What follows belongs to an exercise in optimizing a design on an open flow for small area and a short achievable clock period; a production flow would make more cautious choices.
No run shown here included a check of the RTL's function; only the layout flow was run.
Power is estimated from default activity; no workload was simulated.

$ cat flow/config.mk
export PLATFORM = sky130hd
export DESIGN_NAME = diffeq_fu_core
export DESIGN_NICKNAME = diffeq_fu_core
export VERILOG_FILES = /design/flow/design.v
export SDC_FILE = /design/flow/constraint.sdc
export NUM_CORES = 4
export LEC_CHECK = 0
export ABC_AREA = 1
export CAP_MARGIN = 20
export CORE_MARGIN = 2
export CORE_UTILIZATION = 40
export SETUP_SLACK_MARGIN = 2
export SLEW_MARGIN = 20
export SYNTH_HIERARCHICAL = 1
export SYNTH_MINIMUM_KEEP_SIZE = 0
$ cat flow/constraint.sdc
create_clock -name core_clock -period 10.0 [get_ports {clk}]
set_input_delay 2.0000 -clock core_clock [delete_from_list [all_inputs] [get_ports {clk}]]
set_output_delay 2.0000 -clock core_clock [all_outputs]
set_load 0.01 [all_outputs]
$ cat flow/design.v
package diffeq_pkg;
    localparam int unsigned DEFAULT_WIDTH = 16;
    localparam logic MODE_ADD = 1'b0;
    localparam logic MODE_SUB = 1'b1;
endpackage
module diffeq_fa (
    input  logic a, b, c,
    output logic s, co
);
    assign s  = a ^ b ^ c;
    assign co = (a & b) | (a & c) | (b & c);
endmodule
module diffeq_ha (
    input  logic a, b,
    output logic s, co
);
    assign s  = a ^ b;
    assign co = a & b;
endmodule
module multiplier
#(
    parameter int unsigned IN_WIDTH = diffeq_pkg::DEFAULT_WIDTH
) (
    input  logic signed [IN_WIDTH-1:0] in1,
    input  logic signed [IN_WIDTH-1:0] in2,
    output logic signed [IN_WIDTH-1:0] out,
    output logic                       ovf
);
    logic [15:0] a, b;
    logic [17:0] x, y, p;
    logic [16:1] ta, tb;
    logic        fits17;
    logic [7:0]  one, two, neg;
    logic [16:-1] be;
    logic [17:-1] ae;
    logic [17:0] pp0;
    logic [15:0] pp1;
    logic [13:0] pp2;
    logic [11:0] pp3;
    logic [9:0] pp4;
    logic [7:0] pp5;
    logic [5:0] pp6;
    logic [3:0] pp7;
    logic s0;
    logic c0;
    logic s1;
    logic c1;
    logic s2;
    logic c2;
    logic s3;
    logic c3;
    logic s4;
    logic c4;
    logic s5;
    logic c5;
    logic s6;
    logic c6;
    logic s7;
    logic c7;
    logic s8;
    logic c8;
    logic s9;
    logic c9;
    logic s10;
    logic c10;
    logic s11;
    logic c11;
    logic s12;
    logic c12;
    logic s13;
    logic c13;
    logic s14;
    logic c14;
    logic s15;
    logic c15;
    logic s16;
    logic c16;
    logic s17;
    logic c17;
    logic s18;
    logic c18;
    logic s19;
    logic c19;
    logic s20;
    logic c20;
    logic s21;
    logic c21;
    logic s22;
    logic c22;
    logic s23;
    logic c23;
    logic s24;
    logic c24;
    logic s25;
    logic c25;
    logic s26;
    logic c26;
    logic s27;
    logic c27;
    logic s28;
    logic c28;
    logic s29;
    logic c29;
    logic s30;
    logic c30;
    logic s31;
    logic c31;
    logic s32;
    logic c32;
    logic s33;
    logic c33;
    logic s34;
    logic c34;
    logic s35;
    logic c35;
    logic s36;
    logic c36;
    logic s37;
    logic c37;
    logic s38;
    logic c38;
    logic s39;
    logic c39;
    logic s40;
    logic c40;
    logic s41;
    logic c41;
    logic s42;
    logic c42;
    logic s43;
    logic c43;
    logic s44;
    logic c44;
    logic s45;
    logic c45;
    logic s46;
    logic c46;
    logic s47;
    logic c47;
    logic s48;
    logic c48;
    logic s49;
    logic c49;
    logic s50;
    logic c50;
    logic s51;
    logic c51;
    logic s52;
    logic c52;
    logic s53;
    logic c53;
    logic s54;
    logic c54;
    logic s55;
    logic c55;
    logic s56;
    logic c56;
    logic s57;
    logic c57;
    logic s58;
    logic c58;
    logic s59;
    logic c59;
    logic s60;
    logic c60;
    logic s61;
    logic c61;
    logic s62;
    logic c62;
    logic s63;
    logic c63;
    logic s64;
    logic c64;
    logic s65;
    logic c65;
    logic s66;
    logic c66;
    logic s67;
    logic c67;
    logic s68;
    logic c68;
    logic s69;
    logic c69;
    assign a = in1;
    assign b = in2;
    assign be = {b[15], b, 1'b0};
    assign ae = {a[15], a[15], a, 1'b0};
    genvar i, j;
    for (i = 0; i < 8; i++) begin : g_booth
        assign one[i] = be[2*i] ^ be[2*i-1];
        assign two[i] = (be[2*i+1] & ~be[2*i] & ~be[2*i-1]) | (~be[2*i+1] & be[2*i] & be[2*i-1]);
        assign neg[i] = be[2*i+1];
    end
    for (j = 0; j < 18; j++) begin : g_row0
        assign pp0[j] = ((one[0] & ae[j]) | (two[0] & ae[j-1])) ^ neg[0];
    end
    for (j = 0; j < 16; j++) begin : g_row1
        assign pp1[j] = ((one[1] & ae[j]) | (two[1] & ae[j-1])) ^ neg[1];
    end
    for (j = 0; j < 14; j++) begin : g_row2
        assign pp2[j] = ((one[2] & ae[j]) | (two[2] & ae[j-1])) ^ neg[2];
    end
    for (j = 0; j < 12; j++) begin : g_row3
        assign pp3[j] = ((one[3] & ae[j]) | (two[3] & ae[j-1])) ^ neg[3];
    end
    for (j = 0; j < 10; j++) begin : g_row4
        assign pp4[j] = ((one[4] & ae[j]) | (two[4] & ae[j-1])) ^ neg[4];
    end
    for (j = 0; j < 8; j++) begin : g_row5
        assign pp5[j] = ((one[5] & ae[j]) | (two[5] & ae[j-1])) ^ neg[5];
    end
    for (j = 0; j < 6; j++) begin : g_row6
        assign pp6[j] = ((one[6] & ae[j]) | (two[6] & ae[j-1])) ^ neg[6];
    end
    for (j = 0; j < 4; j++) begin : g_row7
        assign pp7[j] = ((one[7] & ae[j]) | (two[7] & ae[j-1])) ^ neg[7];
    end
    diffeq_ha u_ha1 (.a(neg[5]), .b(pp0[10]), .s(s0), .co(c0));
    diffeq_ha u_ha2 (.a(pp0[11]), .b(pp1[9]), .s(s1), .co(c1));
    diffeq_fa u_fa3 (.a(neg[6]), .b(pp0[12]), .c(pp1[10]), .s(s2), .co(c2));
    diffeq_ha u_ha4 (.a(pp2[8]), .b(pp3[6]), .s(s3), .co(c3));
    diffeq_fa u_fa5 (.a(pp0[13]), .b(pp1[11]), .c(pp2[9]), .s(s4), .co(c4));
    diffeq_ha u_ha6 (.a(pp3[7]), .b(pp4[5]), .s(s5), .co(c5));
    diffeq_fa u_fa7 (.a(neg[7]), .b(pp0[14]), .c(pp1[12]), .s(s6), .co(c6));
    diffeq_fa u_fa8 (.a(pp2[10]), .b(pp3[8]), .c(pp4[6]), .s(s7), .co(c7));
    diffeq_ha u_ha9 (.a(pp5[4]), .b(pp6[2]), .s(s8), .co(c8));
    diffeq_fa u_fa10 (.a(pp0[15]), .b(pp1[13]), .c(pp2[11]), .s(s9), .co(c9));
    diffeq_fa u_fa11 (.a(pp3[9]), .b(pp4[7]), .c(pp5[5]), .s(s10), .co(c10));
    diffeq_ha u_ha12 (.a(pp6[3]), .b(pp7[1]), .s(s11), .co(c11));
    diffeq_fa u_fa13 (.a(pp0[16]), .b(pp1[14]), .c(pp2[12]), .s(s12), .co(c12));
    diffeq_fa u_fa14 (.a(pp3[10]), .b(pp4[8]), .c(pp5[6]), .s(s13), .co(c13));
    diffeq_ha u_ha15 (.a(pp6[4]), .b(pp7[2]), .s(s14), .co(c14));
    diffeq_fa u_fa16 (.a(pp0[17]), .b(pp1[15]), .c(pp2[13]), .s(s15), .co(c15));
    diffeq_fa u_fa17 (.a(pp3[11]), .b(pp4[9]), .c(pp5[7]), .s(s16), .co(c16));
    diffeq_ha u_ha18 (.a(pp6[5]), .b(pp7[3]), .s(s17), .co(c17));
    diffeq_ha u_ha19 (.a(neg[3]), .b(pp0[6]), .s(s18), .co(c18));
    diffeq_ha u_ha20 (.a(pp0[7]), .b(pp1[5]), .s(s19), .co(c19));
    diffeq_fa u_fa21 (.a(neg[4]), .b(pp0[8]), .c(pp1[6]), .s(s20), .co(c20));
    diffeq_ha u_ha22 (.a(pp2[4]), .b(pp3[2]), .s(s21), .co(c21));
    diffeq_fa u_fa23 (.a(pp0[9]), .b(pp1[7]), .c(pp2[5]), .s(s22), .co(c22));
    diffeq_ha u_ha24 (.a(pp3[3]), .b(pp4[1]), .s(s23), .co(c23));
    diffeq_fa u_fa25 (.a(pp1[8]), .b(pp2[6]), .c(pp3[4]), .s(s24), .co(c24));
    diffeq_fa u_fa26 (.a(pp4[2]), .b(pp5[0]), .c(s0), .s(s25), .co(c25));
    diffeq_fa u_fa27 (.a(pp2[7]), .b(pp3[5]), .c(pp4[3]), .s(s26), .co(c26));
    diffeq_fa u_fa28 (.a(pp5[1]), .b(c0), .c(s1), .s(s27), .co(c27));
    diffeq_fa u_fa29 (.a(pp4[4]), .b(pp5[2]), .c(pp6[0]), .s(s28), .co(c28));
    diffeq_fa u_fa30 (.a(c1), .b(s3), .c(s2), .s(s29), .co(c29));
    diffeq_fa u_fa31 (.a(pp5[3]), .b(pp6[1]), .c(c3), .s(s30), .co(c30));
    diffeq_fa u_fa32 (.a(s5), .b(c2), .c(s4), .s(s31), .co(c31));
    diffeq_fa u_fa33 (.a(pp7[0]), .b(c5), .c(s8), .s(s32), .co(c32));
    diffeq_fa u_fa34 (.a(c4), .b(s6), .c(s7), .s(s33), .co(c33));
    diffeq_fa u_fa35 (.a(c8), .b(s11), .c(c6), .s(s34), .co(c34));
    diffeq_fa u_fa36 (.a(c7), .b(s9), .c(s10), .s(s35), .co(c35));
    diffeq_fa u_fa37 (.a(c11), .b(s14), .c(c9), .s(s36), .co(c36));
    diffeq_fa u_fa38 (.a(c10), .b(s12), .c(s13), .s(s37), .co(c37));
    diffeq_fa u_fa39 (.a(c14), .b(s17), .c(c12), .s(s38), .co(c38));
    diffeq_fa u_fa40 (.a(c13), .b(s15), .c(s16), .s(s39), .co(c39));
    diffeq_ha u_ha41 (.a(neg[2]), .b(pp0[4]), .s(s40), .co(c40));
    diffeq_ha u_ha42 (.a(pp0[5]), .b(pp1[3]), .s(s41), .co(c41));
    diffeq_fa u_fa43 (.a(pp1[4]), .b(pp2[2]), .c(pp3[0]), .s(s42), .co(c42));
    diffeq_fa u_fa44 (.a(pp2[3]), .b(pp3[1]), .c(c18), .s(s43), .co(c43));
    diffeq_fa u_fa45 (.a(pp4[0]), .b(c19), .c(s21), .s(s44), .co(c44));
    diffeq_fa u_fa46 (.a(c21), .b(s23), .c(c20), .s(s45), .co(c45));
    diffeq_fa u_fa47 (.a(c23), .b(c22), .c(s24), .s(s46), .co(c46));
    diffeq_fa u_fa48 (.a(c24), .b(s26), .c(c25), .s(s47), .co(c47));
    diffeq_fa u_fa49 (.a(c26), .b(s28), .c(c27), .s(s48), .co(c48));
    diffeq_fa u_fa50 (.a(c28), .b(s30), .c(c29), .s(s49), .co(c49));
    diffeq_fa u_fa51 (.a(c30), .b(s32), .c(c31), .s(s50), .co(c50));
    diffeq_fa u_fa52 (.a(c32), .b(c33), .c(s34), .s(s51), .co(c51));
    diffeq_fa u_fa53 (.a(c34), .b(c35), .c(s36), .s(s52), .co(c52));
    diffeq_fa u_fa54 (.a(c36), .b(c37), .c(s38), .s(s53), .co(c53));
    diffeq_ha u_ha55 (.a(neg[1]), .b(pp0[2]), .s(s54), .co(c54));
    diffeq_ha u_ha56 (.a(pp0[3]), .b(pp1[1]), .s(s55), .co(c55));
    diffeq_fa u_fa57 (.a(pp1[2]), .b(pp2[0]), .c(s40), .s(s56), .co(c56));
    diffeq_fa u_fa58 (.a(pp2[1]), .b(c40), .c(s41), .s(s57), .co(c57));
    diffeq_fa u_fa59 (.a(c41), .b(s18), .c(s42), .s(s58), .co(c58));
    diffeq_fa u_fa60 (.a(s19), .b(c42), .c(s43), .s(s59), .co(c59));
    diffeq_fa u_fa61 (.a(s20), .b(c43), .c(s44), .s(s60), .co(c60));
    diffeq_fa u_fa62 (.a(s22), .b(c44), .c(s45), .s(s61), .co(c61));
    diffeq_fa u_fa63 (.a(s25), .b(c45), .c(s46), .s(s62), .co(c62));
    diffeq_fa u_fa64 (.a(s27), .b(c46), .c(s47), .s(s63), .co(c63));
    diffeq_fa u_fa65 (.a(s29), .b(c47), .c(s48), .s(s64), .co(c64));
    diffeq_fa u_fa66 (.a(s31), .b(c48), .c(s49), .s(s65), .co(c65));
    diffeq_fa u_fa67 (.a(s33), .b(c49), .c(s50), .s(s66), .co(c66));
    diffeq_fa u_fa68 (.a(s35), .b(c50), .c(s51), .s(s67), .co(c67));
    diffeq_fa u_fa69 (.a(s37), .b(c51), .c(s52), .s(s68), .co(c68));
    diffeq_fa u_fa70 (.a(s39), .b(c52), .c(s53), .s(s69), .co(c69));
    assign x = {c68, c67, c66, c65, c64, c63, c62, c61, c60, c59, c58, c57, c56, c55, c54, s54, pp0[1], neg[0]};
    assign y = {s69, s68, s67, s66, s65, s64, s63, s62, s61, s60, s59, s58, s57, s56, s55, pp1[0], 1'b0, pp0[0]};
    assign p = x + y;
    assign out = p[15:0];
    assign ta[16] = 1'b1;
    assign tb[16] = 1'b1;
    genvar k;
    for (k = 1; k < 16; k++) begin : g_fit
        assign ta[k] = ta[k+1] & (a[k-1] == a[15]);
        assign tb[k] = tb[k+1] & (b[k-1] == b[15]);
    end
    assign fits17 = ta[3] | tb[3] | (ta[4] & tb[15]) | (ta[5] & tb[14]) | (ta[6] & tb[13]) | (ta[7] & tb[12]) | (ta[8] & tb[11]) | (ta[9] & tb[10]) | (ta[10] & tb[9]) | (ta[11] & tb[8]) | (ta[12] & tb[7]) | (ta[13] & tb[6]) | (ta[14] & tb[5]) | (ta[15] & tb[4]);
    assign ovf = !fits17 || !((&p[17:15]) || !(|p[17:15]));
endmodule
module adder_subtractor
#(
    parameter int unsigned WIDTH = diffeq_pkg::DEFAULT_WIDTH
) (
    input  logic signed [WIDTH-1:0] in1,
    input  logic signed [WIDTH-1:0] in2,
    input  logic                    mode,
    output logic signed [WIDTH-1:0] out,
    output logic                    ovf
);
    logic sign1;
    logic sign2_eff;
    logic sign_out;
    assign out       = (mode == diffeq_pkg::MODE_SUB) ? (in1 - in2) : (in1 + in2);
    assign sign1     = in1[WIDTH-1];
    assign sign2_eff = (mode == diffeq_pkg::MODE_SUB) ? ~in2[WIDTH-1] : in2[WIDTH-1];
    assign sign_out  = out[WIDTH-1];
    assign ovf       = (sign1 == sign2_eff) && (sign_out != sign1);
endmodule
module diffeq_fu_core
#(
    parameter int unsigned WIDTH = diffeq_pkg::DEFAULT_WIDTH
) (
    input  logic                    clk,
    input  logic                    reset,
    input  logic                    en,
    input  logic signed [WIDTH-1:0] v1,
    input  logic signed [WIDTH-1:0] v2,
    input  logic signed [WIDTH-1:0] v3,
    input  logic signed [WIDTH-1:0] v4,
    input  logic signed [WIDTH-1:0] v5,
    input  logic signed [WIDTH-1:0] v6,
    input  logic                    mode,
    output logic signed [WIDTH-1:0] w1,
    output logic signed [WIDTH-1:0] w2,
    output logic signed [WIDTH-1:0] w3,
    output logic signed [WIDTH-1:0] r1,
    output logic signed [WIDTH-1:0] r2,
    output logic signed [WIDTH-1:0] r3,
    output logic                    ovf1,
    output logic                    ovf2,
    output logic                    ovf3,
    output logic                    valid
);
    logic m1_ovf, m2_ovf, a1_ovf;
    logic signed [WIDTH-1:0] r1_d, r1_q;
    logic signed [WIDTH-1:0] r2_d, r2_q;
    logic signed [WIDTH-1:0] r3_d, r3_q;
    logic                    ovf1_d, ovf1_q;
    logic                    ovf2_d, ovf2_q;
    logic                    ovf3_d, ovf3_q;
    logic                    valid_d, valid_q;
    multiplier #(.IN_WIDTH(WIDTH)) u_m1 (
        .in1 (v1),
        .in2 (v2),
        .out (w1),
        .ovf (m1_ovf)
    );
    multiplier #(.IN_WIDTH(WIDTH)) u_m2 (
        .in1 (v3),
        .in2 (v4),
        .out (w2),
        .ovf (m2_ovf)
    );
    adder_subtractor #(.WIDTH(WIDTH)) u_a1 (
        .in1  (v5),
        .in2  (v6),
        .mode (mode),
        .out  (w3),
        .ovf  (a1_ovf)
    );
    always_comb begin
        r1_d    = r1_q;
        r2_d    = r2_q;
        r3_d    = r3_q;
        ovf1_d  = ovf1_q;
        ovf2_d  = ovf2_q;
        ovf3_d  = ovf3_q;
        valid_d = 1'b0;
        if (en) begin
            r1_d    = w1;
            r2_d    = w2;
            r3_d    = w3;
            ovf1_d  = m1_ovf;
            ovf2_d  = m2_ovf;
            ovf3_d  = a1_ovf;
            valid_d = 1'b1;
        end
    end
    always_ff @(posedge clk or posedge reset) begin
        if (reset) begin
            r1_q    <= '0;
            r2_q    <= '0;
            r3_q    <= '0;
            ovf1_q  <= 1'b0;
            ovf2_q  <= 1'b0;
            ovf3_q  <= 1'b0;
            valid_q <= 1'b0;
        end else begin
            r1_q    <= r1_d;
            r2_q    <= r2_d;
            r3_q    <= r3_d;
            ovf1_q  <= ovf1_d;
            ovf2_q  <= ovf2_d;
            ovf3_q  <= ovf3_d;
            valid_q <= valid_d;
        end
    end
    assign r1    = r1_q;
    assign r2    = r2_q;
    assign r3    = r3_q;
    assign ovf1  = ovf1_q;
    assign ovf2  = ovf2_q;
    assign ovf3  = ovf3_q;
    assign valid = valid_q;
endmodule
$ cat flow/run.sh
#!/bin/bash
# synth_recipe.tcl (not shown) runs the flow's synth.tcl, then flattens the netlist and writes it again
# the make line also repeats each setting of config.mk as NAME=value (left out here)
make -C /OpenROAD-flow-scripts/flow DESIGN_CONFIG=/design/flow/config.mk WORK_HOME=/design/flow/orfs CLKGATE_MAP_FILE= SYNTH_SCRIPT=/design/flow/synth_recipe.tcl finish
==> results of run 1 <==
[per-module statistics from Yosys, one instance, submodules excluded, a selection]
| module | times used | cells | area, um^2 | flops+latches |
|---|---|---|---|---|
| diffeq_fu_core | 1 | 218 | 2070 | 52 |
| diffeq_ha | 32 | 1 | 12.5 | 0 |
| diffeq_fa | 108 | 1 | 20.0 | 0 |
[final cells by class]
cell class	instances	area, um^2
Fill cell	2853	13400
Multi-Input combinational cell	1317	10500
Timing Repair Buffer	329	2980
Sequential cell	52	1300
Inverter	163	723
Tap cell	390	488
Clock buffer	6	139
Timing Repair inverter	3	20.0
Clock inverter	1	8.76
[cell families (layout without fill, tap and decap cells)]
logic type / Yosys count / count (layout) / share of synthesized area
AND/OR/NAND/NOR: 612 / 612 / 0.222
XOR/XNOR: 227 / 227 / 0.166
buffers and inverters: 238 / 502 / 0.0883
multiplexers: 2 / 2 / 0.00167
flip-flops: 52 / 52 / 0.109
AO/OA/AOI/OAI: 280 / 281 / 0.141
adder cells (fa/ha/maj): 195 / 195 / 0.272
[synth_stat cells (4+ instances only)]
library cell / n / area, um^2
nor3_1: 7 / 35.0
o21ai_0: 15 / 75.1
nand2_2: 36 / 225
inv_2: 14 / 52.6
buf_6: 7 / 78.8
nand2_1: 370 / 1390
nor2_1: 94 / 353
o22ai_1: 152 / 951
o211ai_1: 6 / 45.0
nand3_2: 4 / 40.0
nand3_1: 57 / 285
fa_1: 109 / 2180
buf_4: 9 / 67.6
a21boi_0: 4 / 30.0
a21oi_2: 4 / 35.0
dfrtp_1: 52 / 1300
o21bai_1: 8 / 60.1
nand2_4: 8 / 90.1
xor2_1: 206 / 1800
ha_1: 86 / 1080
clkinv_1: 6 / 22.5
xnor2_1: 20 / 175
o21ai_1: 30 / 150
nor2_2: 10 / 62.6
a21o_1: 7 / 52.6
nand4_1: 6 / 37.5
a21oi_1: 44 / 220
nand3b_1: 4 / 30.0
buf_1: 4 / 15.0
inv_1: 142 / 533
buf_2: 31 / 155
clkbuf_1: 22 / 82.6
a31oi_1: 5 / 31.3
[through the flow]
| step | total power, W | setup slack (ns) | instances | instance area [um^2] |
|---|---|---|---|---|
| detailed placement | 0.00544 | 0.496 | 2143 | 14200 |
| global placement | 0.00540 | 0.625 | 2143 | 14200 |
| CTS | 0.00603 | 1.75 | 2217 | 15400 |
| global route | 0.00718 | 1.87 | 2261 | 16200 |
| finish | 0.00653 | 2.03 | 2261 | 16200 |
| floorplan | 0.00357 | 2.26 | 1606 | 12000 |
[path summary, 6_finish.rpt]
check	end	slack (ns)	cells after the start
worst max-delay path	w2[15]	2.03	21
worst min-delay path	r2_q[2]$_DFFE_PP0P_	0.47	2
worst max register to register	r1_q[2]$_DFFE_PP0P_	9.36	2
worst min register to register	r2_q[2]$_DFFE_PP0P_	0.47	2
max in group asynchronous	r3_q[0]$_DFFE_PP0P_	7.30	3
min in group asynchronous	r2_q[8]$_DFFE_PP0P_	2.22	3
[placed cells by master, fill, tap and decap left out, types with 9 or more instances in the layout]
master / synthesis / layout
xor2_1: 206 / 198
o21ai_1: 30 / 22
ha_4: 0 / 17
clkinvlp_4: 0 / 17
nor2_4: 2 / 12
inv_1: 142 / 109
nand2_4: 8 / 22
buf_4: 9 / 119
clkbuf_2: 0 / 13
buf_6: 7 / 10
ha_1: 86 / 66
inv_4: 0 / 11
nor2_1: 94 / 74
clkdlybuf4s50_1: 0 / 127
dfrtp_1: 52 / 52
dlygate4sd2_1: 0 / 18
fa_1: 109 / 103
o22ai_1: 152 / 131
nand3_1: 57 / 55
nand2_1: 370 / 334
a21oi_1: 44 / 36
nand2_2: 36 / 57
xor2_2: 1 / 9
nor2_2: 10 / 20
a21oi_2: 4 / 9
xnor2_1: 20 / 18
inv_2: 14 / 23
dlymetal6s2s_1: 0 / 21
o22ai_2: 0 / 18
o21ai_0: 15 / 15
[routing by layer]
layer	wire [um]	vias up	track usage
li1	-	5759	-
met3	2560	56	0.0256
met4	804	0	0.0527
met5	0	-	0
met1	17100	5586	0.322
met2	17900	439	0.397
[critical path, cell delays in order]
cell and delay [ns]:
dlygate4sd2_1 0.31, nand2_2 0.12, nor2_2 0.06, a21oi_4 0.27, buf_4 0.18, o22ai_1 0.07, xor2_1 0.19, fa_1 0.52
fa_1 0.54, fa_1 0.46, ha_4 0.33, nand2_1 0.09, inv_1 0.10, nand2_2 0.06, nor3_2 0.20, nand2_2 0.09
nand2_2 0.08, nand2_2 0.05, nand2_2 0.08, inv_2 0.05, buf_6 0.11
[flip-flops by register name, indices dropped and copies added, names as in the netlist]
signal	flops
r2_q	16
r1_q	16
ovf3_q	1
r3_q	16
ovf2_q	1
ovf1_q	1
valid_q	1
[power groups by stage]
stage | Clock (W) | Combinational (W) | Sequential (W)
finish | 0.000183 | 0.00600 | 0.000341
global route | 0.000197 | 0.00663 | 0.000350
CTS | 0.000191 | 0.00550 | 0.000341
detailed placement | 0 | 0.00510 | 0.000345
global placement | 0 | 0.00506 | 0.000342
floorplan | 0 | 0.00319 | 0.000378
[repair_timing]
action | CTS | global route
resized for setup | 231 | 195
endpoints found under the setup margin | 21 | 18
gates cloned | 4 | 0
hold buffers | 0 | 0
setup buffers | 63 | 44
pin swaps | 33 | 72
==> impl_metrics.env, run 1 <==
export IMPL_n_antenna_cell=0
export IMPL_die_w_um=177
export IMPL_crit_type="in2out"
export IMPL_core_um2=29600
export IMPL_vias=11800
export IMPL_dp_hpwl_um=28800
export IMPL_antenna_found_initial=1
export IMPL_syn_to_final_growth_pct=35.1
export IMPL_crit_path_max_fanout=8
export IMPL_startpoint="v4[8]"
export IMPL_clk_pin_slew_ns=0.07
export IMPL_hold_path_class="reg2reg"
export IMPL_ys_seq_area_frac=0.109
export IMPL_sw_frac_of_total=0.521
export IMPL_cts_root_buf="clkbuf_16"
export IMPL_clock_sinks=52
export IMPL_synth_ff_type="dfrtp_1"
export IMPL_maxCapViolCount=0
export IMPL_ys_types=47
export IMPL_htree_levels=2
export IMPL_syn_area_per_cell_um2=7.47
export IMPL_worst_pin_slew_ns=0.703
export IMPL_worstSetupStartpointType="primary input"
export IMPL_numPortBuffers=199
export IMPL_required_ns=8.00
export IMPL_cts_buffers=5
export IMPL_p_per_area_nw_per_um2=403
export IMPL_hp_start="r2_q[2]$_DFFE_PP0P_"
export IMPL_io_pins=200
export IMPL_drv_slew=0
export IMPL_die_h_um=177
export IMPL_hold_ws_ns=0.472
export IMPL_skew_ns=0
export IMPL_fin_util=0.548
export IMPL_ys_async_sr_fraction=1.00
export IMPL_arrival_ns=5.97
export IMPL_relSlewSlack=0.531
export IMPL_grt_use_total=0.235
export IMPL_std_cell_rows=63
export IMPL_finalNetCount=2166
export IMPL_wirelength_um=38400
export IMPL_synthCells=1606
export IMPL_clock_power_share=0.028
export IMPL_tns_ns=0
export IMPL_dr_pass1_iters=5
export IMPL_ir_drop_uv=306
export IMPL_fmax_ghz=0.125
export IMPL_grt_setup_unrepaired="true"
export IMPL_drive_gt1_frac=0.231
export IMPL_drcViolationCount=0
export IMPL_min_period_over_period=0.797
export IMPL_drt_iter0_drc=817
export IMPL_post_drt_wl_per_cell_um=17.0
export IMPL_postRouteAntennaNets=0
export IMPL_fin_crit_ns=7.97
export IMPL_switching_power_w=0.00340
export IMPL_combPwrFrac=0.920
export IMPL_cts_buffer_depth=2
export IMPL_grt_pass1_vias=11600
export IMPL_seqPwrFrac=0.052
export IMPL_viasPerCell=5.24
export IMPL_clk_latency_ns=0.30
export IMPL_setup_violations=0
export IMPL_grt_pass1_wl_um=59500
export IMPL_gp_congestion=0.907
export IMPL_status="timing/DRC/antenna clean"
export IMPL_yosysWarningCount=7
export IMPL_cts_tree="built"
export IMPL_hold_viol_final=0
export IMPL_start_util=0.406
export IMPL_timing_rr_start="r1_q[2]$_DFFE_PP0P_"
export IMPL_leakage_nw=7.73
export IMPL_synth_edf_count=0
export IMPL_syn_area_um2=12000
export IMPL_grt_ovfl_total=0
export IMPL_p_int_w=0.00313
export IMPL_grt_max_degree=54
export IMPL_setup_worst_path_end_class="primary output"
export IMPL_die_area_um2=31400
export IMPL_ys_seq_elements=52
==> run 2, diff against run 1 <==
--- a/flow/config.mk
+++ b/flow/config.mk
@@ -6,5 +6,4 @@
 export NUM_CORES = 4
 export LEC_CHECK = 0
-export ABC_AREA = 1
 export CAP_MARGIN = 20
 export CORE_MARGIN = 2
==> run 2 against run 1 <==
Net effect: critical path type unchanged; wire length increased by 24%; global-route usage rose by 1.7 points; critical endpoint unchanged; critical path depth fell by 5; clock power down 2%; clock skew is the same; die area up 14%; register-to-register slack worse by 0.15 ns; final cell count is 8.6% higher; maximum frequency fell by 1.5%; synthesized cell count rose by 11%; via count increased by 22%.
==> impl_metrics.env, run 2 <==
export IMPL_start_util=0.407
export IMPL_status="timing/DRC/antenna clean"
export IMPL_required_ns=8.00
export IMPL_dr_pass1_iters=6
export IMPL_nFillCells=2985
export IMPL_yosysMostFrequentCell="nand2_1"
export IMPL_io_pins=200
export IMPL_largestRegisters="r1_q (16), r2_q (16), r3_q (16)"
export IMPL_syn_area_um2=13700
export IMPL_synth_compound_area_frac=0.252
export IMPL_synth_fa_ha_area_frac=0.257
export IMPL_fin_area_um2=18900
export IMPL_clk_latency_ns=0.29
export IMPL_regArea_um2=1300
export IMPL_arrival_ns=6.10
export IMPL_die_area_um2=35700
export IMPL_setup_violations=0
export IMPL_p_per_area_nw_per_um2=339
export IMPL_synth_area_top_cells="fa_1 16%, dfrtp_1 9.5%, ha_1 7.9%"
export IMPL_dp_hpwl_um=33800
export IMPL_grt_pass1_wl_um=73200
export IMPL_multi_input_area_um2=12800
export IMPL_cts_buffer_depth=2
export IMPL_postRouteAntennaNets=0
export IMPL_synthCells=1779
export IMPL_ys_types=65
export IMPL_clock_sinks=52
export IMPL_setup_worst_path_end_class="primary output"
export IMPL_final_cells=2456
export IMPL_hold_viol_final=0
export IMPL_dp_cells=2316
export IMPL_grt_use_total=0.252
export IMPL_syn_area_per_cell_um2=7.69
export IMPL_drv_slew=0
export IMPL_clk_pin_slew_ns=0.07
export IMPL_synth_edf_count=0
export IMPL_place_ws_ns=0.531
export IMPL_drcViolationCount=0
export IMPL_ys_async_sr_fraction=1.00
export IMPL_grt_pass1_vias=13300
export IMPL_cts_root_buf="clkbuf_16"
export IMPL_grt_ovfl_total=0
export IMPL_vias=14500
export IMPL_cts_buffers=5
export IMPL_maxCapViolCount=0
export IMPL_tns_ns=0
export IMPL_worstSetupStartpointType="primary input"
export IMPL_post_drt_wl_per_cell_um=19.4
export IMPL_numPortBuffers=199
export IMPL_antenna_found_initial=2
export IMPL_die_h_um=189
export IMPL_relSlewSlack=0.335
export IMPL_drive_gt1_frac=0.256
export IMPL_path_buf_inv=3
export IMPL_finalNetCount=2301
export IMPL_hold_path_class="reg2reg"
export IMPL_ys_seq_elements=52
export IMPL_wirelength_um=47600
export IMPL_placed_area_um2=16000
export IMPL_drt_iter0_drc=1213
export IMPL_ys_top_cells_by_count="225 x nand2_1, 186 x a21oi_1, 180 x nor2_1"
export IMPL_synth_top_family_by_area="adder cells"
export IMPL_htree_levels=2
export IMPL_grt_max_degree=53
export IMPL_synthXorXnorAreaFrac=0.0704
export IMPL_grt_setup_unrepaired="true"
export IMPL_path_cells="buf_16 > xor2_2 > and2_4 > buf_8 > a221oi_4 > fa_1 > fa_2 > fa_1 > fa_1 > ha_4 > a21o_4 > and2_4 > nor2_2 > o41ai_2 > nor3_4 > buf_6"
export IMPL_cp_common_cell="fa_1"
export IMPL_crit_path_max_fanout=5
export IMPL_viasPerCell=5.89
export IMPL_hold_buffers=0
export IMPL_syn_to_final_growth_pct=38.0
export IMPL_setup_ws_ns=1.90
export IMPL_cts_tree="built"
export IMPL_core_um2=33600
export IMPL_muxShareOfSynthArea=0.0633
export IMPL_min_period_over_period=0.810
export IMPL_gp_congestion=0.904
export IMPL_cp_slowest_stage_delay_ns=0.59
export IMPL_ir_drop_uv=325
export IMPL_synth_top_cell_area_share=0.159
export IMPL_worst_pin_slew_ns=0.997
export IMPL_die_w_um=189
export IMPL_final_cell_mix="217 x nand2_1, 175 x a21oi_1, 169 x nor2_1, 152 x buf_4, 125 x clkdlybuf4s50_1"
export IMPL_synth_ff_type="dfrtp_1"
export IMPL_slowest_stage="fa_1"
export IMPL_ys_seq_area_frac=0.0951
export IMPL_std_cell_rows=67
export IMPL_skew_ns=0
export IMPL_final_common_cell="nand2_1"
export IMPL_synth_simple_area_share=0.200
export IMPL_yosysWarningCount=7
export IMPL_crit_type="in2out"
export IMPL_finalPower_w=0.00641
export IMPL_fmax_ghz=0.124
export IMPL_leakage_nw=7.78
export IMPL_cpLargestDelayFamily="adder cells"
export IMPL_fin_crit_ns=8.10
export IMPL_yosysTopAreaCell="fa_1"
## run 2: per-layer routing
layer | share of wire | GRT usage | routed length [um]
met3 | 0.081 | 0.0369 | 3840
met1 | 0.46 | 0.370 | 21700
met5 | 0.00015 | 0 | 7
met4 | 0.019 | 0.0535 | 883
met2 | 0.44 | 0.392 | 21100
## run 2: logic make-up (layout without fill, tap and decap cells)
family          count (synthesis)  in the layout
mux                            61             61
buf+inv                       201            428
compound gates                527            527
simple gates                  607            608
flops                          52             52
other cells                     0              1
fa+ha+maj                     221            221
xor+xnor                      110            110
## run 2: power breakdown
group	switching [W]	leakage, nW	internal [W]
combinational	0.00279	7.10	0.00308
clock	0.0000844	0.0708	0.0000948
sequential	0.0000509	0.604	0.000309
total	0.00293	7.78	0.00348
## run 2: area by class of cell
class / count / share of cell area
inverters: 21 / 0.00417
clock buffers: 5 / 0.00662
clock inverters: 3 / 0.00132
multi-input cells: 1527 / 0.676
well taps: 448 / 0.0297
flip-flops and latches: 52 / 0.0689
repair buffers: 399 / 0.213
diodes: 1 / 0.000132
## run 2: metrics by stage
stage | utilization | hold slack (ns)
final | 0.562 | 0.510
after detailed placement | 0.477 | 0.495
after global routing | 0.562 | 0.526
after floorplan | - | 0.551
after CTS | 0.534 | 0.515
after global placement | 0.477 | 0.490
## run 2: timing repair
action	in CTS	in global routing
setup buffers	69	52
resized for setup	473	178
endpoints found under the setup margin	21	14
pin swaps	58	51
gates cloned	7	3
## run 2: per-module statistics from Yosys (local to each module, per instance), a selection
module / area, um^2 / flip-flops and latches / times used
diffeq_fa: 20.0 / 0 / 108
diffeq_fu_core: 2180 / 52 / 1
diffeq_ha: 12.5 / 0 / 32
## run 2: worst paths after layout
check / start / to / slack (ns) / cells after the start
setup / recovery: v4[1] / w2[15] / 1.90 / 16
hold / removal: r1_q[10]$_DFFE_PP0P_ / r1_q[10]$_DFFE_PP0P_ / 0.51 / 1
setup reg to reg: r2_q[13]$_DFFE_PP0P_ / r2_q[13]$_DFFE_PP0P_ / 9.21 / 1
hold reg to reg: r1_q[10]$_DFFE_PP0P_ / r1_q[10]$_DFFE_PP0P_ / 0.51 / 1
max in group asynchronous: reset / r2_q[5]$_DFFE_PP0P_ / 7.36 / 3
min in group asynchronous: reset / r1_q[8]$_DFFE_PP0P_ / 2.20 / 3
==> run 3, diff against run 2 <==
--- a/flow/design.v
+++ b/flow/design.v
@@ -18,4 +18,16 @@
     assign co = a & b;
 endmodule
+module diffeq_xnor (
+    input  logic a, b,
+    output logic y
+);
+    assign y = ~(a ^ b);
+endmodule
+module diffeq_bsel (
+    input  logic one, two, neg, a1, a0,
+    output logic pp
+);
+    assign pp = ((one & a1) | (two & a0)) ^ neg;
+endmodule
 module multiplier
 #(
@@ -193,51 +205,63 @@
     end
     for (j = 0; j < 18; j++) begin : g_row0
-        assign pp0[j] = ((one[0] & ae[j]) | (two[0] & ae[j-1])) ^ neg[0];
+        diffeq_bsel u_sel (.one(one[0]), .two(two[0]), .neg(~neg[0]), .a1(ae[j]), .a0(ae[j-1]), .pp(pp0[j]));
     end
     for (j = 0; j < 16; j++) begin : g_row1
-        assign pp1[j] = ((one[1] & ae[j]) | (two[1] & ae[j-1])) ^ neg[1];
+        diffeq_bsel u_sel (.one(one[1]), .two(two[1]), .neg(~neg[1]), .a1(ae[j]), .a0(ae[j-1]), .pp(pp1[j]));
     end
     for (j = 0; j < 14; j++) begin : g_row2
-        assign pp2[j] = ((one[2] & ae[j]) | (two[2] & ae[j-1])) ^ neg[2];
+        diffeq_bsel u_sel (.one(one[2]), .two(two[2]), .neg(~neg[2]), .a1(ae[j]), .a0(ae[j-1]), .pp(pp2[j]));
     end
     for (j = 0; j < 12; j++) begin : g_row3
-        assign pp3[j] = ((one[3] & ae[j]) | (two[3] & ae[j-1])) ^ neg[3];
+        diffeq_bsel u_sel (.one(one[3]), .two(two[3]), .neg(~neg[3]), .a1(ae[j]), .a0(ae[j-1]), .pp(pp3[j]));
     end
     for (j = 0; j < 10; j++) begin : g_row4
-        assign pp4[j] = ((one[4] & ae[j]) | (two[4] & ae[j-1])) ^ neg[4];
+        diffeq_bsel u_sel (.one(one[4]), .two(two[4]), .neg(~neg[4]), .a1(ae[j]), .a0(ae[j-1]), .pp(pp4[j]));
     end
     for (j = 0; j < 8; j++) begin : g_row5
-        assign pp5[j] = ((one[5] & ae[j]) | (two[5] & ae[j-1])) ^ neg[5];
+        diffeq_bsel u_sel (.one(one[5]), .two(two[5]), .neg(~neg[5]), .a1(ae[j]), .a0(ae[j-1]), .pp(pp5[j]));
     end
     for (j = 0; j < 6; j++) begin : g_row6
-        assign pp6[j] = ((one[6] & ae[j]) | (two[6] & ae[j-1])) ^ neg[6];
+        diffeq_bsel u_sel (.one(one[6]), .two(two[6]), .neg(~neg[6]), .a1(ae[j]), .a0(ae[j-1]), .pp(pp6[j]));
     end
     for (j = 0; j < 4; j++) begin : g_row7
-        assign pp7[j] = ((one[7] & ae[j]) | (two[7] & ae[j-1])) ^ neg[7];
+        diffeq_bsel u_sel (.one(one[7]), .two(two[7]), .neg(~neg[7]), .a1(ae[j]), .a0(ae[j-1]), .pp(pp7[j]));
     end
-    diffeq_ha u_ha1 (.a(neg[5]), .b(pp0[10]), .s(s0), .co(c0));
-    diffeq_ha u_ha2 (.a(pp0[11]), .b(pp1[9]), .s(s1), .co(c1));
-    diffeq_fa u_fa3 (.a(neg[6]), .b(pp0[12]), .c(pp1[10]), .s(s2), .co(c2));
-    diffeq_ha u_ha4 (.a(pp2[8]), .b(pp3[6]), .s(s3), .co(c3));
+    diffeq_xnor u_hx1 (.a(~neg[5]), .b(pp0[10]), .y(s0));
+    assign c0 = ~neg[5] | pp0[10];
+    diffeq_xnor u_hx2 (.a(pp0[11]), .b(pp1[9]), .y(s1));
+    assign c1 = pp0[11] | pp1[9];
+    diffeq_fa u_fa3 (.a(~neg[6]), .b(pp0[12]), .c(pp1[10]), .s(s2), .co(c2));
+    diffeq_xnor u_hx4 (.a(pp2[8]), .b(pp3[6]), .y(s3));
+    assign c3 = pp2[8] | pp3[6];
     diffeq_fa u_fa5 (.a(pp0[13]), .b(pp1[11]), .c(pp2[9]), .s(s4), .co(c4));
-    diffeq_ha u_ha6 (.a(pp3[7]), .b(pp4[5]), .s(s5), .co(c5));
-    diffeq_fa u_fa7 (.a(neg[7]), .b(pp0[14]), .c(pp1[12]), .s(s6), .co(c6));
+    diffeq_xnor u_hx6 (.a(pp3[7]), .b(pp4[5]), .y(s5));
+    assign c5 = pp3[7] | pp4[5];
+    diffeq_fa u_fa7 (.a(~neg[7]), .b(pp0[14]), .c(pp1[12]), .s(s6), .co(c6));
     diffeq_fa u_fa8 (.a(pp2[10]), .b(pp3[8]), .c(pp4[6]), .s(s7), .co(c7));
-    diffeq_ha u_ha9 (.a(pp5[4]), .b(pp6[2]), .s(s8), .co(c8));
+    diffeq_xnor u_hx9 (.a(pp5[4]), .b(pp6[2]), .y(s8));
+    assign c8 = pp5[4] | pp6[2];
     diffeq_fa u_fa10 (.a(pp0[15]), .b(pp1[13]), .c(pp2[11]), .s(s9), .co(c9));
     diffeq_fa u_fa11 (.a(pp3[9]), .b(pp4[7]), .c(pp5[5]), .s(s10), .co(c10));
-    diffeq_ha u_ha12 (.a(pp6[3]), .b(pp7[1]), .s(s11), .co(c11));
+    diffeq_xnor u_hx12 (.a(pp6[3]), .b(pp7[1]), .y(s11));
+    assign c11 = pp6[3] | pp7[1];
     diffeq_fa u_fa13 (.a(pp0[16]), .b(pp1[14]), .c(pp2[12]), .s(s12), .co(c12));
     diffeq_fa u_fa14 (.a(pp3[10]), .b(pp4[8]), .c(pp5[6]), .s(s13), .co(c13));
-    diffeq_ha u_ha15 (.a(pp6[4]), .b(pp7[2]), .s(s14), .co(c14));
+    diffeq_xnor u_hx15 (.a(pp6[4]), .b(pp7[2]), .y(s14));
+    assign c14 = pp6[4] | pp7[2];
     diffeq_fa u_fa16 (.a(pp0[17]), .b(pp1[15]), .c(pp2[13]), .s(s15), .co(c15));
     diffeq_fa u_fa17 (.a(pp3[11]), .b(pp4[9]), .c(pp5[7]), .s(s16), .co(c16));
-    diffeq_ha u_ha18 (.a(pp6[5]), .b(pp7[3]), .s(s17), .co(c17));
-    diffeq_ha u_ha19 (.a(neg[3]), .b(pp0[6]), .s(s18), .co(c18));
-    diffeq_ha u_ha20 (.a(pp0[7]), .b(pp1[5]), .s(s19), .co(c19));
-    diffeq_fa u_fa21 (.a(neg[4]), .b(pp0[8]), .c(pp1[6]), .s(s20), .co(c20));
-    diffeq_ha u_ha22 (.a(pp2[4]), .b(pp3[2]), .s(s21), .co(c21));
+    diffeq_xnor u_hx18 (.a(pp6[5]), .b(pp7[3]), .y(s17));
+    assign c17 = pp6[5] | pp7[3];
+    diffeq_xnor u_hx19 (.a(~neg[3]), .b(pp0[6]), .y(s18));
+    assign c18 = ~neg[3] | pp0[6];
+    diffeq_xnor u_hx20 (.a(pp0[7]), .b(pp1[5]), .y(s19));
+    assign c19 = pp0[7] | pp1[5];
+    diffeq_fa u_fa21 (.a(~neg[4]), .b(pp0[8]), .c(pp1[6]), .s(s20), .co(c20));
+    diffeq_xnor u_hx22 (.a(pp2[4]), .b(pp3[2]), .y(s21));
+    assign c21 = pp2[4] | pp3[2];
     diffeq_fa u_fa23 (.a(pp0[9]), .b(pp1[7]), .c(pp2[5]), .s(s22), .co(c22));
-    diffeq_ha u_ha24 (.a(pp3[3]), .b(pp4[1]), .s(s23), .co(c23));
+    diffeq_xnor u_hx24 (.a(pp3[3]), .b(pp4[1]), .y(s23));
+    assign c23 = pp3[3] | pp4[1];
     diffeq_fa u_fa25 (.a(pp1[8]), .b(pp2[6]), .c(pp3[4]), .s(s24), .co(c24));
     diffeq_fa u_fa26 (.a(pp4[2]), .b(pp5[0]), .c(s0), .s(s25), .co(c25));
@@ -256,6 +280,8 @@
     diffeq_fa u_fa39 (.a(c14), .b(s17), .c(c12), .s(s38), .co(c38));
     diffeq_fa u_fa40 (.a(c13), .b(s15), .c(s16), .s(s39), .co(c39));
-    diffeq_ha u_ha41 (.a(neg[2]), .b(pp0[4]), .s(s40), .co(c40));
-    diffeq_ha u_ha42 (.a(pp0[5]), .b(pp1[3]), .s(s41), .co(c41));
+    diffeq_xnor u_hx41 (.a(~neg[2]), .b(pp0[4]), .y(s40));
+    assign c40 = ~neg[2] | pp0[4];
+    diffeq_xnor u_hx42 (.a(pp0[5]), .b(pp1[3]), .y(s41));
+    assign c41 = pp0[5] | pp1[3];
     diffeq_fa u_fa43 (.a(pp1[4]), .b(pp2[2]), .c(pp3[0]), .s(s42), .co(c42));
     diffeq_fa u_fa44 (.a(pp2[3]), .b(pp3[1]), .c(c18), .s(s43), .co(c43));
@@ -270,6 +296,8 @@
     diffeq_fa u_fa53 (.a(c34), .b(c35), .c(s36), .s(s52), .co(c52));
     diffeq_fa u_fa54 (.a(c36), .b(c37), .c(s38), .s(s53), .co(c53));
-    diffeq_ha u_ha55 (.a(neg[1]), .b(pp0[2]), .s(s54), .co(c54));
-    diffeq_ha u_ha56 (.a(pp0[3]), .b(pp1[1]), .s(s55), .co(c55));
+    diffeq_xnor u_hx55 (.a(~neg[1]), .b(pp0[2]), .y(s54));
+    assign c54 = ~neg[1] | pp0[2];
+    diffeq_xnor u_hx56 (.a(pp0[3]), .b(pp1[1]), .y(s55));
+    assign c55 = pp0[3] | pp1[1];
     diffeq_fa u_fa57 (.a(pp1[2]), .b(pp2[0]), .c(s40), .s(s56), .co(c56));
     diffeq_fa u_fa58 (.a(pp2[1]), .b(c40), .c(s41), .s(s57), .co(c57));
@@ -286,7 +314,7 @@
     diffeq_fa u_fa69 (.a(s37), .b(c51), .c(s52), .s(s68), .co(c68));
     diffeq_fa u_fa70 (.a(s39), .b(c52), .c(s53), .s(s69), .co(c69));
-    assign x = {c68, c67, c66, c65, c64, c63, c62, c61, c60, c59, c58, c57, c56, c55, c54, s54, pp0[1], neg[0]};
-    assign y = {s69, s68, s67, s66, s65, s64, s63, s62, s61, s60, s59, s58, s57, s56, s55, pp1[0], 1'b0, pp0[0]};
-    assign p = x + y;
+    assign x = {c68, c67, c66, c65, c64, c63, c62, c61, c60, c59, c58, c57, c56, c55, c54, s54, pp0[1], ~neg[0]};
+    assign y = {s69, s68, s67, s66, s65, s64, s63, s62, s61, s60, s59, s58, s57, s56, s55, pp1[0], 1'b1, pp0[0]};
+    assign p = ~(x + y + 18'd1);
     assign out = p[15:0];
     assign ta[16] = 1'b1;
==> flow/flow/run.sh (new file) <==
#!/bin/bash
# The standard layout (standard.sh) with two changes:
#  - the port buffers are the smallest buffer cell, sky130_fd_sc_hd__buf_1;
#  - before floorplanning, flow/downsize.tcl gives each combinational cell its smallest
#    drive strength, so that timing repair upsizes only the cells that need it.
export BUFFER_PORTS_ARGS="-buffer_cell sky130_fd_sc_hd__buf_1"
export PRE_FLOORPLAN_TCL="$PWD/flow/downsize.tcl"
bash standard.sh > standard_run.log 2>&1
==> flow/flow/downsize.tcl (new file) <==
# Before floorplanning: give every combinational cell the smallest drive strength of its
# function; the timing repair later upsizes only the cells that need it.
set n 0
foreach inst [get_cells *] {
  set m [get_property $inst ref_name]
  if { ![regexp {^(sky130_fd_sc_hd__[a-z0-9]+)_([0-9]+)$} $m -> base sz] } { continue }
  if { [regexp {df|dl|sdf|edf|conb|fa$|ha$|tap|fill|decap|clkbuf|buf$|bufbuf|dly|clkinv} $base] } { continue }
  set best $m
  set best_area [get_property [get_lib_cells */$m] area]
  foreach alt [get_lib_cells */${base}_*] {
    set an [get_name $alt]
    if { ![regexp "^${base}_\[0-9\]+\$" $an] } { continue }
    if { [get_property $alt dont_use] } { continue }
    set a [get_property $alt area]
    if { $a < $best_area } { set best $an; set best_area $a }
  }
  if { $best ne $m } {
    replace_cell $inst $best
    incr n
  }
}
puts "downsize.tcl: resized $n instances to their smallest drive"
==> flow/standard.sh (new file) <==
#!/bin/bash
# synth_recipe.tcl (not shown) runs the flow's synth.tcl, then flattens the netlist and writes it again
# the make line also repeats each setting of config.mk as NAME=value (left out here)
make -C /OpenROAD-flow-scripts/flow DESIGN_CONFIG=/design/flow/config.mk WORK_HOME=/design/flow/orfs CLKGATE_MAP_FILE= SYNTH_SCRIPT=/design/flow/synth_recipe.tcl "${@:-finish}"
--- a/flow/config.mk
+++ b/flow/config.mk
@@ -9,5 +9,5 @@
 export CORE_MARGIN = 2
 export CORE_UTILIZATION = 40
-export SETUP_SLACK_MARGIN = 2
+export SETUP_SLACK_MARGIN = 1.6
 export SLEW_MARGIN = 20
 export SYNTH_HIERARCHICAL = 1
removed: flow/run.sh
==> run 3 against run 2 <==
Net effect: register-to-register slack barely moved; maximum frequency down 2.4%; global-route usage decreased by 4.0 points; combinational power is 7.7% lower; via count decreased by 29%; critical path type unchanged; core utilization is 6.9 points lower; flip-flop and latch count did not move; largest cell class unchanged; critical path depth decreased by 2.
==> impl_metrics.env, run 3 <==
export IMPL_status="timing/DRC/antenna clean"
export IMPL_dp_hpwl_um=25500
export IMPL_slowest_stage="buf_1"
export IMPL_tns_ns=0
export IMPL_wirelength_um=32700
export IMPL_htree_levels=2
export IMPL_post_drt_wl_per_cell_um=17.6
export IMPL_clock_sinks=52
export IMPL_crit_path_max_fanout=14
export IMPL_fmax_ghz=0.121
export IMPL_required_ns=8.00
export IMPL_hold_ws_ns=0.483
export IMPL_core_um2=28000
export IMPL_std_cell_rows=61
export IMPL_drv_slew=0
export IMPL_cts_buffers=5
export IMPL_finalNetCount=1742
export IMPL_postRouteAntennaNets=0
export IMPL_relSlewSlack=0.377
export IMPL_setup_violations=0
export IMPL_use_met3=0.0259
export IMPL_grt_pass1_wl_um=52700
export IMPL_largestRegisters="r1_q (16), r2_q (16), r3_q (16)"
export IMPL_drive_gt1_frac=0.137
export IMPL_fin_area_um2=13800
export IMPL_min_path_cells=1
export IMPL_start_util=0.410
export IMPL_cts_tree="built"
export IMPL_cp_common_cell="fa_1"
export IMPL_cp_slowest_stage_delay_ns=0.62
export IMPL_hold_viol_final=0
export IMPL_p_per_area_nw_per_um2=433
export IMPL_vias=10300
export IMPL_path_cells="buf_1 > a22oi_1 > xnor2_1 > fa_1 > fa_2 > fa_1 > fa_1 > ha_4 > inv_1 > and3_1 > a21oi_1 > o21ai_0 > a311oi_2 > buf_2"
export IMPL_leakage_nw=5.06
export IMPL_io_pins=200
export IMPL_worst_pin_slew_ns=0.934
export IMPL_hold_buffers=0
export IMPL_drt_iter0_drc=760
export IMPL_grtUsageMet1=0.307
export IMPL_die_w_um=173
export IMPL_busiest_layer="met2"
export IMPL_grt_pass1_vias=9806
export IMPL_gp_congestion=0.852
export IMPL_die_area_um2=30000
export IMPL_skew_ns=0
export IMPL_grt_ovfl_total=0
export IMPL_grt_met2_usage=0.338
export IMPL_synthCells=1213
export IMPL_arrival_ns=6.30
export IMPL_hold_path_class="reg2reg"
export IMPL_r2r_slack_ns=9.20
export IMPL_maxCapViolCount=0
export IMPL_clk_latency_ns=0.29
export IMPL_n_antenna_cell=0
export IMPL_nFillCells=2712
export IMPL_cts_root_buf="clkbuf_16"
export IMPL_crit_type="in2out"
export IMPL_worstSetupStartpointType="primary input"
export IMPL_numPortBuffers=199
export IMPL_grt_setup_unrepaired="true"
export IMPL_placed_area_um2=12800
export IMPL_fin_crit_ns=8.30
export IMPL_yosysWarningCount=7
export IMPL_viasPerCell=5.55
export IMPL_ir_drop_uv=369
export IMPL_die_h_um=173
export IMPL_finalPower_w=0.00598
export IMPL_dr_pass1_iters=8
export IMPL_drcViolationCount=0
export IMPL_min_period_over_period=0.830
export IMPL_final_cell_mix="255 x xnor2_1, 169 x a22oi_1, 167 x buf_1, 107 x fa_1, 66 x buf_4"
export IMPL_grt_use_total=0.212
export IMPL_grt_max_degree=53
export IMPL_cts_buffer_depth=2
export IMPL_antenna_found_initial=0
export IMPL_rr_worst_depth=1
export IMPL_clk_pin_slew_ns=0.06
export IMPL_setup_worst_path_end_class="primary output"
export IMPL_fin_util=0.493
export IMPL_final_common_cell="xnor2_1"
[run 3: cell types whose count changed in the layout (fill, tap and decap cells not counted), sizes merged, moves of 44 or more]
cell and delta:
o22ai -54, a221oi -94, a22oi +168, nor2 -144
o21ai -44, clkdlybuf4s50 -125, nand2 -208, xnor2 +194
a21oi -146
[run 3: path summary, 6_finish.rpt]
kind,start,to
min reg2reg,r1_q[11]$_DFFE_PP0P_,r1_q[11]$_DFFE_PP0P_
max in group asynchronous,reset,r1_q[13]$_DFFE_PP0P_
max,v1[6],w1[15]
min,r1_q[11]$_DFFE_PP0P_,r1_q[11]$_DFFE_PP0P_
max reg2reg,r1_q[15]$_DFFE_PP0P_,r1_q[15]$_DFFE_PP0P_
min in group asynchronous,reset,valid_q$_DFF_PP0_
[run 3: worst max-delay path: cells and delay by family]
family	cells	cell delay (ns)
XOR/XNOR	1	0.25
adder cells (fa/ha/maj)	5	2.15
AND/OR/NAND/NOR	1	0.19
AO/OA/AOI/OAI	4	0.80
buffers and inverters	3	0.91
[run 3: per-stage QoR]
stage / instances / setup slack, ns
final: 1858 / 1.70
after global routing: 1858 / 1.57
after CTS: 1833 / 1.57
after detailed placement: 1806 / 0.815
after global placement: 1806 / 0.949
after floorplan: 1227 / 1.62
[run 3: what timing repair did]
item,in CTS,in global routing
setup endpoints to repair,12,8
gates resized for setup,61,82
setup buffers,19,25
pin swaps,5,21
[run 3: power breakdown]
| group | switching [W] | total, W | leakage (nW) | internal (W) |
|---|---|---|---|---|
| registers | 0.0000380 | 0.000355 | 0.605 | 0.000318 |
| clock network | 0.0000796 | 0.000205 | 0.0871 | 0.000125 |
| logic | 0.00305 | 0.00542 | 4.37 | 0.00237 |
| total | 0.00317 | 0.00598 | 5.06 | 0.00281 |
[run 3: area by class of cell]
class,instances,area (um^2),area share
flip-flops and latches,52,1300,0.0943
clock inverters,2,38.8,0.00281
multi-input cells,1100,10200,0.741
well taps,378,473,0.0343
clock buffers,6,139,0.0101
repair buffers,269,1390,0.101
inverters,51,236,0.0171
[run 3: per-layer routing]
metal | wire [um] | share of wire | vias up
met2 | 14700 | 0.45 | 345
met1 | 15400 | 0.47 | 4964
li1 | - | - | 4971
met4 | 544 | 0.017 | 0
met5 | 0 | 0 | -
met3 | 2080 | 0.063 | 32

## re-timing with driven ports
The flow's constraints put no driver on any port. The routed layouts listed below were extracted and timed again, unchanged, in two steps.
Step 1, drivers: a clkbuf_16 drives clk and a buf_2 each remaining input, both assumed.
Step 2 moves the port delays by t, midway between the first and last clock arrival at a register: inputs arrive t later, outputs are due t later. That takes back most of the time a late clock gives input paths.
Slacks: ideal ports / drivers / drivers and shift; pairs: ideal ports / drivers.
run	t (ns)	slack for setup (ns)	worst setup path at the end
run 1	0.337	2.025 / 2.007 / 2.007	input to output
run 2	0.336	1.904 / 1.827 / 1.827	input to output
run 3	0.329	1.702 / 1.673 / 1.673	input to output
After both steps setup and hold are still met in every run listed. The setup slack of run 2, which loses most, moves by -0.077 ns with the drivers and by -0.077 ns with both steps.
